This design comes from an exercise in tuning for small area, a short achievable clock period and few clock cycles on the open sky130 flow, not from production work.
In this exercise RTL edits were held to simulation tests only and were not proved equivalent to the original.
Power figures rest on the tool's default switching activity, not on a simulated workload.

**flow/run.sh**
```bash
#!/bin/bash
# synth_recipe.tcl (not shown) runs the flow's synth.tcl, then flattens the netlist and writes it again
# the make line also repeats each setting of config.mk as NAME=value (left out here)
make -C /OpenROAD-flow-scripts/flow DESIGN_CONFIG=/design/flow/config.mk WORK_HOME=/design/flow/orfs CLKGATE_MAP_FILE= SYNTH_SCRIPT=/design/flow/synth_recipe.tcl finish
```
**flow/config.mk**
```make
export PLATFORM = sky130hd
export DESIGN_NAME = sorted_table_insert_remove
export DESIGN_NICKNAME = sorted_table_insert_remove
export VERILOG_FILES = /design/flow/design.v
export SDC_FILE = /design/flow/constraint.sdc
export NUM_CORES = 4
export LEC_CHECK = 0
export CAP_MARGIN = 20
export CORE_MARGIN = 2
export CORE_UTILIZATION = 50
export CTS_CLUSTER_DIAMETER = 100
export CTS_CLUSTER_SIZE = 60
export PLACE_DENSITY = 0.6
export SETUP_SLACK_MARGIN = 4.7
export SLEW_MARGIN = 20
export TNS_END_PERCENT = 100
```
**flow/constraint.sdc**
```tcl
create_clock -name core_clock -period 8.0 [get_ports {clk}]
set_input_delay 1.6000 -clock core_clock [delete_from_list [all_inputs] [get_ports {clk}]]
set_output_delay 1.6000 -clock core_clock [all_outputs]
set_load 0.01 [all_outputs]
```
**flow/design.v**
```verilog
`default_nettype none
package sti_pkg;
    localparam int TABLE_DEPTH = 64;
    localparam int VALUE_WIDTH = 32;
    localparam int ADDR_WIDTH  = $clog2(TABLE_DEPTH);
    localparam int CNT_WIDTH   = $clog2(TABLE_DEPTH + 1);
    localparam logic [1:0] REQ_INSERT = 2'd0;
    localparam logic [1:0] REQ_REMOVE = 2'd1;
    localparam logic [1:0] REQ_DUMP   = 2'd2;
    localparam logic [1:0] ST_OK     = 2'd0;
    localparam logic [1:0] ST_FULL   = 2'd1;
    localparam logic [1:0] ST_BADIDX = 2'd2;
    localparam logic [1:0] ST_EMPTY  = 2'd3;
    typedef struct packed {
        logic [1:0]               req_type;
        logic signed [VALUE_WIDTH-1:0] value;
        logic [ADDR_WIDTH-1:0]    index;
    } req_t;
    typedef struct packed {
        logic signed [VALUE_WIDTH-1:0] data;
        logic [1:0]               status;
        logic                     last;
        logic [CNT_WIDTH-1:0]     count;
    } rsp_t;
endpackage
`default_nettype wire
`default_nettype none
module sti_store
(
    input  wire logic                                          clk,
    input  wire logic [sti_pkg::TABLE_DEPTH-1:0]               take_next,
    input  wire logic [sti_pkg::TABLE_DEPTH-1:0]               take_val,
    input  wire logic [sti_pkg::VALUE_WIDTH-1:0]               wval,
    input  wire logic [sti_pkg::TABLE_DEPTH-1:0]               rsel,
    output logic      [sti_pkg::VALUE_WIDTH-1:0]               rdata,
    output logic      [sti_pkg::TABLE_DEPTH-1:0][sti_pkg::VALUE_WIDTH-1:0] q
);
    localparam int N = sti_pkg::TABLE_DEPTH;
    localparam int W = sti_pkg::VALUE_WIDTH;
    for (genvar i = 0; i < N; i++)
    begin : g_slot
        logic [W-1:0] ent;
        logic         hold;
        assign hold = ~(take_next[i] | take_val[i]);
        always_ff @(posedge clk)
        begin
            ent <= ({W{take_next[i]}} & q[(i + 1) % N])
                 | ({W{take_val[i]}}  & wval)
                 | ({W{hold}}         & ent);
        end
        assign q[i] = ent;
    end
    always_comb
    begin
        rdata = '0;
        for (int i = 0; i < N; i++)
            rdata = rdata | ({W{rsel[i]}} & q[i]);
    end
endmodule
`default_nettype wire
`default_nettype none
module sti_gt
(
    input  wire logic [sti_pkg::VALUE_WIDTH-1:0] a,
    input  wire logic [sti_pkg::VALUE_WIDTH-1:0] nb,
    output logic                                 gt
);
    localparam int W = sti_pkg::VALUE_WIDTH;
    logic [W-1:0] aa;
    logic [W-1:0] g, p;
    assign aa = {~a[W-1], a[W-2:0]};
    always_comb
    begin
        g = aa & nb;
        p = aa | nb;
        for (int w = W; w > 1; w = w / 2)
        begin
            for (int i = 0; i < W / 2; i++)
            begin
                if (i < w / 2)
                begin
                    g[i] = g[2*i+1] | (p[2*i+1] & g[2*i]);
                    p[i] = p[2*i+1] & p[2*i];
                end
            end
        end
        gt = g[0];
    end
endmodule
`default_nettype wire
`default_nettype none
module sorted_table_insert_remove
(
    input  wire logic                   clk,
    input  wire logic                   rst_n,
    input  wire logic                   req_valid,
    output logic                        req_ready,
    input  wire logic [1:0]             req_type,
    input  wire logic [sti_pkg::VALUE_WIDTH-1:0] req_value,
    input  wire logic [sti_pkg::ADDR_WIDTH-1:0]  req_index,
    output logic                        rsp_valid,
    input  wire logic                   rsp_ready,
    output logic [sti_pkg::VALUE_WIDTH-1:0]      rsp_data,
    output logic [1:0]                  rsp_status,
    output logic                        rsp_last,
    output logic [sti_pkg::CNT_WIDTH-1:0]        rsp_count
);
    localparam int N  = sti_pkg::TABLE_DEPTH;
    localparam int W  = sti_pkg::VALUE_WIDTH;
    localparam int AW = sti_pkg::ADDR_WIDTH;
    localparam int CW = sti_pkg::CNT_WIDTH;
    logic          r_vld;
    logic [1:0]    r_type;
    logic [W-1:0]  r_val;
    logic [W-1:0]  r_nval;        
    logic [AW-1:0] r_idx;
    logic [AW:0]   r_s;           
    logic          x_vld;
    logic [1:0]    x_type;
    logic [W-1:0]  x_val;
    logic          x_ok;          
    logic [N-1:0]  x_m;           
    logic [N-1:0]  x_sel;         
    logic [AW-1:0] base_reg;      
    logic [AW-1:0] end_reg;       
    logic [CW-1:0] cnt_reg;
    logic [N-1:0]  vld_reg;       
    logic          dl_reg;        
    logic [AW-1:0] dj_reg;        
    logic          v0_reg, v1_reg;
    logic          ready_reg;     
    sti_pkg::rsp_t o0_reg, o1_reg;
    logic x_ins, x_rm, x_dmp, x_nop;
    logic full, empty, badidx, space, dmp_last;
    logic fire, x_done, x_free, r_free, do_ins, do_rm, pop;
    assign x_ins    = (x_type == sti_pkg::REQ_INSERT);
    assign x_rm     = (x_type == sti_pkg::REQ_REMOVE);
    assign x_dmp    = (x_type == sti_pkg::REQ_DUMP);
    assign x_nop    = (x_type == 2'd3);
    assign full     = cnt_reg[CW-1];
    assign empty    = (cnt_reg == '0);
    assign badidx   = ~x_ok;
    assign space    = ~v1_reg;
    assign dmp_last = dl_reg;
    assign fire     = x_vld & space & ~x_nop;
    assign x_done   = x_vld & (x_nop | (space & (~x_dmp | dmp_last)));
    assign x_free   = ~x_vld | x_done;
    assign r_free   = ready_reg;
    assign do_ins   = x_vld & space & x_ins & x_ok;
    assign do_rm    = x_vld & space & x_rm & x_ok;
    assign pop      = v0_reg & rsp_ready;
    assign req_ready = ready_reg;
    logic [N-1:0]        take_next, take_val, hm1, em1;
    logic [W-1:0]        rdata;
    logic [N-1:0][W-1:0] q;
    logic [AW-1:0]       base_m1;
    logic [AW-1:0]       end_m1;
    assign base_m1 = base_reg - AW'(1);
    assign end_m1  = end_reg - AW'(1);
    always_comb
    begin
        for (int i = 0; i < N; i++)
        begin
            hm1[i]       = (AW'(i + 1) == base_reg);
            em1[i]       = (AW'(i + 1) == end_reg);
            take_next[i] = (do_ins & x_m[(i + 1) % N]) | (do_rm & x_m[i]);
            take_val[i]  = do_ins & ~x_m[(i + 1) % N] & (x_m[i] | hm1[i]);
        end
    end
    sti_store u_store (
        .clk       (clk),
        .take_next (take_next),
        .take_val  (take_val),
        .wval      (x_val),
        .rsel      (x_sel),
        .rdata     (rdata),
        .q         (q)
    );
    sti_pkg::rsp_t pd;
    always_comb
    begin
        pd.data   = '0;
        pd.status = sti_pkg::ST_OK;
        pd.last   = 1'b1;
        pd.count  = cnt_reg;
        unique case (x_type)
            sti_pkg::REQ_INSERT:
            begin
                if (full)
                    pd.status = sti_pkg::ST_FULL;
                else
                    pd.count = cnt_reg + CW'(1);
            end
            sti_pkg::REQ_REMOVE:
            begin
                if (badidx)
                    pd.status = sti_pkg::ST_BADIDX;
                else
                begin
                    pd.data  = rdata;
                    pd.count = cnt_reg - CW'(1);
                end
            end
            default:
            begin
                if (empty)
                    pd.status = sti_pkg::ST_EMPTY;
                else
                begin
                    pd.data = rdata;
                    pd.last = dl_reg;
                end
            end
        endcase
    end
    logic [CW-1:0] cnt_next;
    logic [AW-1:0] base_next, end_next, dj_next;
    always_comb
    begin
        cnt_next  = cnt_reg;
        base_next = base_reg;
        end_next  = end_reg;
        if (do_ins)
        begin
            cnt_next  = cnt_reg + CW'(1);
            base_next = base_m1;
        end
        else if (do_rm)
        begin
            cnt_next = cnt_reg - CW'(1);
            end_next = end_m1;
        end
        dj_next = dj_reg;
        if (x_free)
            dj_next = '0;
        else if (fire & x_dmp)
            dj_next = dj_reg + AW'(1);
    end
    logic [W-1:0]  nval;
    logic [N-1:0]  gt, le, le_next, ge_base, ge_rs, vld_next, prefix0, prefix, m_ins, m_rm;
    logic          gt_x;
    logic          rs_carry;
    logic [AW-1:0] rs0;
    logic [N-1:0]  oh_rs0, oh_base, sel_next;
    logic          r_dmp, ok_next;
    logic [AW:0]   r_s_next;
    assign nval = r_nval;
    for (genvar i = 0; i < N; i++)
    begin : g_cmp
        sti_gt u_gt (.a(q[i]), .nb(nval), .gt(gt[i]));
    end
    sti_gt u_gt_x (.a(x_val), .nb(nval), .gt(gt_x));
    assign le    = ~gt;
    assign r_dmp = (r_type == sti_pkg::REQ_DUMP);
    assign {rs_carry, rs0} = r_s;
    always_comb
    begin
        for (int i = 0; i < N; i++)
        begin
            oh_rs0[i]  = (AW'(i) == rs0);
            oh_base[i] = (AW'(i) == base_reg);
        end
        for (int i = 0; i < N; i++)
        begin
            if (r_dmp)
                sel_next[i] = do_ins ? hm1[i] : oh_base[i];
            else
                sel_next[i] = do_ins ? oh_rs0[(i + 1) % N] : oh_rs0[i];
        end
    end
    assign r_s_next = {1'b0, base_next} + {1'b0, req_index};
    always_comb
    begin
        vld_next = (vld_reg | ({N{do_ins}} & hm1)) & ~({N{do_rm}} & em1);
        for (int i = 0; i < N; i++)
        begin
            if (take_next[i])
                le_next[i] = le[(i + 1) % N];
            else if (take_val[i])
                le_next[i] = ~gt_x;
            else
                le_next[i] = le[i];
            ge_base[i] = (AW'(i) >= base_reg);
            ge_rs[i]   = (AW'(i) >= rs0);
        end
        if (rs_carry)
            prefix0 = ge_base | ~ge_rs;
        else
            prefix0 = ge_base & ~ge_rs;
        for (int i = 0; i < N; i++)
            prefix[i] = do_ins ? prefix0[(i + 1) % N] : prefix0[i];
        m_ins = vld_next & le_next;
        m_rm  = vld_next & ~prefix;
        unique case (r_type)
            sti_pkg::REQ_INSERT:
                ok_next = do_ins ? (cnt_reg < CW'(N - 1)) : do_rm ? 1'b1 : ~full;
            default:
                ok_next = do_ins ? (CW'(r_idx) <= cnt_reg) : do_rm ? (CW'(r_idx) < cnt_reg - CW'(1))
                                                                   : (CW'(r_idx) < cnt_reg);
        endcase
    end
    logic dl_next;
    always_comb
    begin
        if (x_free)
            dl_next = do_ins ? (cnt_reg == '0) : do_rm ? (cnt_reg <= CW'(2)) : (cnt_reg <= CW'(1));
        else if (fire & x_dmp)
            dl_next = (CW'(dj_reg) + CW'(2) == cnt_reg);
        else
            dl_next = dl_reg;
    end
    logic r_vld_next, x_vld_next, v1_next, ready_next;
    logic [1:0] x_type_next;
    always_comb
    begin
        r_vld_next  = r_free ? req_valid : r_vld;
        x_vld_next  = x_free ? r_vld : x_vld;
        x_type_next = x_free ? r_type : x_type;
        v1_next     = pop ? 1'b0 : (fire ? v0_reg : v1_reg);
        ready_next  = ~r_vld_next | ~x_vld_next | (x_type_next == 2'd3)
                    | (~v1_next & ((x_type_next != sti_pkg::REQ_DUMP) | dl_next));
    end
    always_ff @(posedge clk or negedge rst_n)
    begin
        if (!rst_n)
        begin
            r_vld    <= 1'b0;
            ready_reg <= 1'b1;
            x_vld    <= 1'b0;
            base_reg <= '0;
            end_reg  <= '0;
            cnt_reg  <= '0;
            dj_reg   <= '0;
            dl_reg   <= 1'b1;
            vld_reg  <= '0;
            v0_reg   <= 1'b0;
            v1_reg   <= 1'b0;
        end
        else
        begin
            ready_reg <= ready_next;
            if (r_free)
                r_vld <= req_valid;
            if (x_free)
                x_vld <= r_vld;
            base_reg <= base_next;
            end_reg  <= end_next;
            cnt_reg  <= cnt_next;
            dj_reg   <= dj_next;
            dl_reg   <= dl_next;
            vld_reg  <= vld_next;
            if (pop)
            begin
                v0_reg <= v1_reg | fire;
                v1_reg <= 1'b0;
            end
            else if (fire)
            begin
                v0_reg <= 1'b1;
                v1_reg <= v0_reg;
            end
        end
    end
    always_ff @(posedge clk)
    begin
        if (r_free)
        begin
            r_type <= req_type;
            r_val  <= req_value;
            r_nval <= {req_value[W-1], ~req_value[W-2:0]};
            r_idx  <= req_index;
            r_s    <= r_s_next;
        end
        if (x_free)
        begin
            x_type <= r_type;
            x_val  <= r_val;
            x_ok   <= ok_next;
            x_m    <= (r_type == sti_pkg::REQ_REMOVE) ? m_rm : m_ins;
            x_sel  <= sel_next;
        end
        else if (fire & x_dmp)
            x_sel <= {x_sel[N-2:0], x_sel[N-1]};
        if (fire)
            o1_reg <= pd;
    end
    always_ff @(posedge clk or negedge rst_n)
    begin
        if (!rst_n)
            o0_reg <= '0;
        else if (fire & (~v0_reg | pop))
            o0_reg <= pd;
        else if (pop)
            o0_reg <= o1_reg;
    end
    assign rsp_valid  = v0_reg;
    assign rsp_data   = o0_reg.data;
    assign rsp_status = o0_reg.status;
    assign rsp_last   = o0_reg.last;
    assign rsp_count  = o0_reg.count;
endmodule
`default_nettype wire
```
==> impl_metrics.py, run 1 <==
metrics = {
    "die": {
        "fp-row-count": 194,
        "die_w_um": 534,
        "die_h_um": 534,
        "start_util_pct": 50.3,
        "io_pins": 88,
    },
    "synth": {
        "synth_area_leaders": "dfxtp_1 (29%), nand2_1 (12%), a22oi_1 (12%)",
        "yosysSeqAreaShare_pct": 37.6,
        "avgSynthCellArea_um2": 7.65,
        "synth_top_area_share_pct": 29.2,
        "async_flop_share_pct": 5.55,
        "syn_nets": 18471,
        "synth-seq-cells": 2468,
        "postSynthCellCount": 18391,
        "synthFlopType": "dfxtp_1",
        "synth_cell_type_count": 93,
        "synth-edff-count": 281,
        "synth_warnings": 3,
        "synth_top_area_cell": "dfxtp_1",
        "netlist_area_mm2": 0.141,
    },
    "global_route": {
        "grt_max_degree": 94,
        "grt_pass1_vias": 196211,
        "overflow": 6483,
        "grt_pass1_wl_um": 1920000,
        "track_usage_pct": 94.5,
    },
    "run_status": {
        "tool.error": "[ERROR GRT-0116] Global routing finished with congestion. Check the congestion regions in the DRC Viewer.",
        "status": "stopped before the end",
        "stop_stage": "global routing (5_1_grt)",
    },
    "clock_network": {
        "cts-hold-fix-buffers": 0,
        "cts_buffers": 124,
        "cts_sinks": 2468,
        "htree_num_levels": 3,
        "cts-root-buf": "clkbuf_16",
        "clk_path_buf_depth": 4,
    },
    "placement": {
        "globalplace.congestion": 1.29,
        "numPortBuffers": 87,
        "placed_area_mm2": 0.147,
        "dpl.hpwl_um": 844000,
    },
}
## metrics by stage
step	setup WS [ns]	instances
CTS	3.73	21790
detailed placement	2.46	21122
global placement	1.17	21099
floorplan	4.71	18391
## worst max path at each step
stage / start / to / cells past startpoint
after floorplan: x_type[1] / r_s[6] / 18
after global placement: r_nval[1] / x_m[5] / 11
after detailed placement: r_nval[1] / x_m[22] / 12
after CTS: r_nval[1] / x_m[23] / 13
## logic make-up after synthesis
family / after synthesis / synth area share [%]
flops: 2468 / 37.6
fa+ha+maj: 286 / 2.12
buf+inv: 1943 / 5.45
simple gates: 6763 / 19.5
compound gates: 6832 / 34.6
mux: 59 / 0.432
xor+xnor: 40 / 0.249
## power by group through the flow
| stage | clock network, W | registers (W) | logic, W |
|---|---|---|---|
| after detailed placement | 0 | 0.0138 | 0.0111 |
| after floorplan | 0 | 0.0135 | 0.00577 |
| after CTS | 0.00920 | 0.0134 | 0.0146 |
| after global placement | 0 | 0.0138 | 0.0111 |
## Yosys cell counts (214+ instances only)
library cell	count
a221oi_1	606
buf_1	214
nand2_1	4641
o22ai_1	466
a22oi_1	2233
nor3_1	264
dfxtp_1	2050
o21ai_0	587
nor2_1	1147
maj3_1	234
clkbuf_1	1343
a21oi_1	1116
edfxtp_1	281
buf_2	216
a22o_1	616
## routing by layer
metal  global-route usage, %  overflow
met2                     102      3597
met3                    88.9       585
met5                    77.1        74
met4                    92.0      1739
met1                    94.1       488
## what timing repair did
action                                  4_1_cts
cloned                                       92
setup buffers                               347
pin swaps                                   417
resized for setup                          1616
endpoints found under the setup margin     2294
Testbench counts, summed over its fixed seeds: cycles 10,718.
==> inputs of run 2 (changes only) <==
--- a/flow/design.v
+++ b/flow/design.v
@@ -130,3 +130,3 @@
     logic          v0_reg, v1_reg;
-    logic          ready_reg;     
+    logic          busy_reg;      
     sti_pkg::rsp_t o0_reg, o1_reg;
@@ -147,3 +147,3 @@
     assign x_free   = ~x_vld | x_done;
-    assign r_free   = ready_reg;
+    assign r_free   = ~busy_reg;
     assign do_ins   = x_vld & space & x_ins & x_ok;
@@ -151,3 +151,3 @@
     assign pop      = v0_reg & rsp_ready;
-    assign req_ready = ready_reg;
+    assign req_ready = ~busy_reg;
     logic [N-1:0]        take_next, take_val, hm1, em1;
@@ -255,2 +255,19 @@
     assign {rs_carry, rs0} = r_s;
+    function automatic logic [N-1:0] therm(input logic [AW-1:0] a);
+        logic [7:0] hi_eq, hi_gt, lo_ge;
+        logic       acc;
+        for (int k = 0; k < 8; k++)
+        begin
+            hi_eq[k] = (a[AW-1:3] == 3'(k));
+            lo_ge[k] = (a[2:0] <= 3'(k));
+        end
+        acc = 1'b0;
+        for (int k = 0; k < 8; k++)
+        begin
+            hi_gt[k] = acc;
+            acc      = acc | hi_eq[k];
+        end
+        for (int i = 0; i < N; i++)
+            therm[i] = hi_gt[i / 8] | (hi_eq[i / 8] & lo_ge[i % 8]);
+    endfunction
     always_comb
@@ -282,5 +299,5 @@
                 le_next[i] = le[i];
-            ge_base[i] = (AW'(i) >= base_reg);
-            ge_rs[i]   = (AW'(i) >= rs0);
         end
+        ge_base = therm(base_reg);
+        ge_rs   = therm(rs0);
         if (rs_carry)
@@ -327,3 +344,3 @@
             r_vld    <= 1'b0;
-            ready_reg <= 1'b1;
+            busy_reg <= 1'b0;
             x_vld    <= 1'b0;
@@ -340,3 +357,3 @@
         begin
-            ready_reg <= ready_next;
+            busy_reg <= ~ready_next;
             if (r_free)
--- a/flow/config.mk
+++ b/flow/config.mk
@@ -7,9 +7,10 @@
 export LEC_CHECK = 0
+export ABC_AREA = 1
 export CAP_MARGIN = 20
 export CORE_MARGIN = 2
-export CORE_UTILIZATION = 50
+export CORE_UTILIZATION = 28
 export CTS_CLUSTER_DIAMETER = 100
-export CTS_CLUSTER_SIZE = 60
-export PLACE_DENSITY = 0.6
-export SETUP_SLACK_MARGIN = 4.7
+export CTS_CLUSTER_SIZE = 40
+export PLACE_DENSITY = 0.38
+export SETUP_SLACK_MARGIN = 4.75
 export SLEW_MARGIN = 20
==> impl_metrics.py, run 2 <==
metrics = {
    "synth": {
        "synth_cell_type_count": 60,
        "postSynthCellCount": 22973,
        "async_flop_share_pct": 5.55,
        "synth-seq-cells": 2468,
        "synthFlopType": "dfxtp_1",
        "synth-edff-count": 281,
        "synth_top_area_share_pct": 27.5,
        "syn_nets": 23054,
        "synth_warnings": 3,
        "ys_top_cells_by_count": "nand2_1 (8474), dfxtp_1 (2050), inv_1 (1949)",
        "synth_area_leaders": "dfxtp_1 (28%), nand2_1 (21%), o221ai_1 (7.9%)",
        "yosysSeqAreaShare_pct": 35.5,
        "avgSynthCellArea_um2": 6.49,
        "post-synth-top-count-cell": "nand2_1",
        "synth_top_area_cell": "dfxtp_1",
        "netlist_area_mm2": 0.149,
    },
    "power_and_ir_drop": {
        "ir_drop_v": 0.000400,
        "p_per_area_mw_per_mm2": 543,
        "power_w": 0.0924,
        "leakagePower_nw": 66.6,
    },
    "sta": {
        "relSlewSlack_pct": 11.5,
        "fin_ws_ns": 4.45,
        "fin_setup_tns_ns": 0,
        "timing_hold_violations_final": 0,
        "fin_crit_sh_pct": 44.3,
        "slew_violations": 0,
        "fin_crit_ns": 3.55,
        "fin_skew_ns": 0.0704,
        "setup_viol": 0,
        "timing.fmax_mhz": 282,
        "tightest_slew_ns": 1.33,
        "rsz0062_at_grt": "true",
    },
    "clock_network": {
        "cts_buffers": 179,
        "clk_latency_ns": 1.06,
        "clk_pin_slew_ns": 0.12,
        "cts_sinks": 2468,
        "clk_path_buf_depth": 4,
        "htree_num_levels": 4,
        "cts-root-buf": "clkbuf_16",
        "cts_tree": "built",
        "cts-hold-fix-buffers": 0,
    },
    "run_status": {
        "status": "finished clean",
    },
    "cells_and_area": {
        "largest_register": "u_store.g_slot.ent",
        "drive_gt1_share_pct": 8.20,
        "final_util_pct": 32.0,
        "final_net_count": 22551,
        "fillers": 59025,
        "area_growth_syn_to_layout_pct": 14.2,
        "final_common_cell": "nand2_1",
        "postLayoutCellArea_mm2": 0.170,
        "largest_reg_flops": 2048,
        "final_cell_mix": "nand2_1 (8334), dfxtp_1 (2048), inv_1 (1873)",
    },
    "setup_path": {
        "cp_slowest_cell": "nand4_1",
        "path_common_cell": "nand4_1",
        "critPathMaxFanout": 9,
        "reg2reg_from": "x_sel[20]",
        "crit_required_ns": 8.81,
        "endpoint_kind": "flip-flop",
        "worstSetupStartpoint": "x_sel[20]",
        "critPathArrivalTime_ns": 4.35,
        "timing_worst_setup_path_type": "reg -> reg",
        "critical_path.cell_chain": "buf_4, nand2_2, nand4_1, nor3_4, and3_4, nand4_1, and2_4",
        "slowest_delay_ns": 0.65,
        "critPathLaunchType": "flip-flop",
    },
    "placement": {
        "numPortBuffers": 87,
        "globalplace.congestion": 1.12,
        "placed_area_mm2": 0.158,
        "dpl.hpwl_um": 1080000,
        "pre_cts_slack_ns": 3.26,
    },
    "global_route": {
        "antenna_found_initial": 313,
        "grt_max_degree": 100,
        "grt_pass1_wl_um": 1800000,
        "grt_pass1_vias": 163839,
        "track_usage_pct": 50.8,
        "overflow": 0,
    },
    "route": {
        "first_pass_iters": 7,
        "first_iter_violations": 32854,
        "num_vias": 188797,
        "drcViolationCount": 0,
        "wl_per_cell_um": 48.1,
        "vias_per_cell": 6.33,
        "ant_nets": 0,
        "drt-total-wl_um": 1440000,
    },
    "die": {
        "start_util_pct": 28.0,
        "fp-row-count": 268,
        "die_w_um": 734,
        "dieArea_mm2": 0.539,
        "coreArea_mm2": 0.532,
        "die_h_um": 734,
        "io_pins": 88,
    },
    "run": {
        "cap_violations": 0,
    },
    "hold_path": {
        "worst_hold_path_type": "reg -> reg",
        "min_from": "r_val[29]",
    },
}
## run 2: cell count changes after synthesis, moves of 202 or more
cell      change
a22oi_1    -2209
o221ai_1   +1257
o211ai_1    +790
o21ai_0     +449
a221oi_1    -554
nor2_1      +767
nand2_1    +3833
nand4_1     +235
a22o_1      -601
maj3_1      -202
inv_1      +1800
nand3_1     +595
o22ai_1     -286
## run 2: metal layers
layer | part of all wire [%] | vias up | wire length [um] | GRT usage (%)
li1 | - | 76730 | - | -
met1 | 37 | 93915 | 532000 | 61.5
met2 | 40 | 14671 | 569000 | 70.7
met3 | 11 | 3423 | 161000 | 14.3
met4 | 12 | 58 | 173000 | 50.2
met5 | 0.027 | - | 384 | 0.0265
## run 2: report_power, final
| part | internal, W | switching (W) |
|---|---|---|
| clock | 0.00486 | 0.00653 |
| sequential | 0.0180 | 0.00877 |
| combinational | 0.0121 | 0.0422 |
## run 2: worst max-delay path: cells and delay by family, from the launching register on
family                 cells  cell delay, ns
and+or+nand+nor            6            2.65
buffers and inverters      1            0.25
DFF                        1            0.37
## run 2: final timing paths
path | to | slack [ns] | cells after the start
setup / recovery | o1_reg[13] | 4.45 | 7
hold / removal | x_val[29] | 0.42 | 0
setup reg to reg | o1_reg[13] | 4.45 | 7
hold reg to reg | x_val[29] | 0.42 | 0
max in group asynchronous | base_reg[5] | 6.25 | 2
min in group asynchronous | o0_reg[18] | 0.47 | 1
## run 2: cell type report
| class | instances | area, um^2 | share of cell area (%) |
|---|---|---|---|
| flip-flops and latches | 2468 | 52900 | 31.1 |
| clock inverters | 134 | 1670 | 0.983 |
| diodes | 178 | 445 | 0.262 |
| inverters | 2059 | 8160 | 4.79 |
| clock buffers | 195 | 4730 | 2.78 |
| multi-input cells | 16886 | 84400 | 49.6 |
| repair inverters | 4 | 33.8 | 0.0198 |
| well taps | 7020 | 8780 | 5.16 |
| repair buffers | 872 | 9130 | 5.36 |
## run 2: kinds of logic (layout without fill, tap and decap cells)
logic type / after synthesis / after routing / synth area share [%]
DFF: 2468 / 2468 / 35.5
other: 0 / 178 / 0
xor gates and xnor gates: 29 / 29 / 0.170
and+or+nand+nor: 11922 / 11948 / 31.8
buffers and inverters: 3645 / 3264 / 9.52
adders and majority gates: 69 / 69 / 0.530
AOI/OAI and AO/OA: 4840 / 4840 / 22.5
## run 2: timing repair
item | in CTS | in global routing
resized for setup | 685 | 320
endpoints found under the setup margin | 2208 | 1112
setup buffers | 125 | 26
pin swaps | 69 | 29
cloned | 37 | 9
## run 2: metrics by stage
stage / instances / hold slack [ns]
after global placement: 29103 / 0.401
after global routing: 29685 / 0.435
final: 29816 / 0.421
after CTS: 29598 / 0.425
after detailed placement: 29107 / 0.405
after floorplan: 22973 / 0.400
Testbench counts of run 2, summed over its fixed seeds: cycles 10,718.

## static timing again, ports no longer ideal
Ports are ideal in the flow. The routed layout listed here was re-timed in OpenROAD.
Step 1 assumes that a clkbuf_16 drives the clock port and a buf_2 every other input.
Step 2 moves the port delays by t, midway between the first and last clock arrival at a register: inputs arrive t later, outputs are due t later. That takes back most of the time a late clock gives input paths.
Three values: ideal, step 1, step 2; two values: the first two.
run: run 2
t (ns): 1.168
setup WS [ns]: 4.454 / 4.454 / 4.168
hold slack, ns: 0.421 / 0.359 / 0.421
After both steps run 2 still meets setup and hold. For run 2, drivers alone change the setup slack by 0.000 ns; drivers and shift together by -0.286 ns.
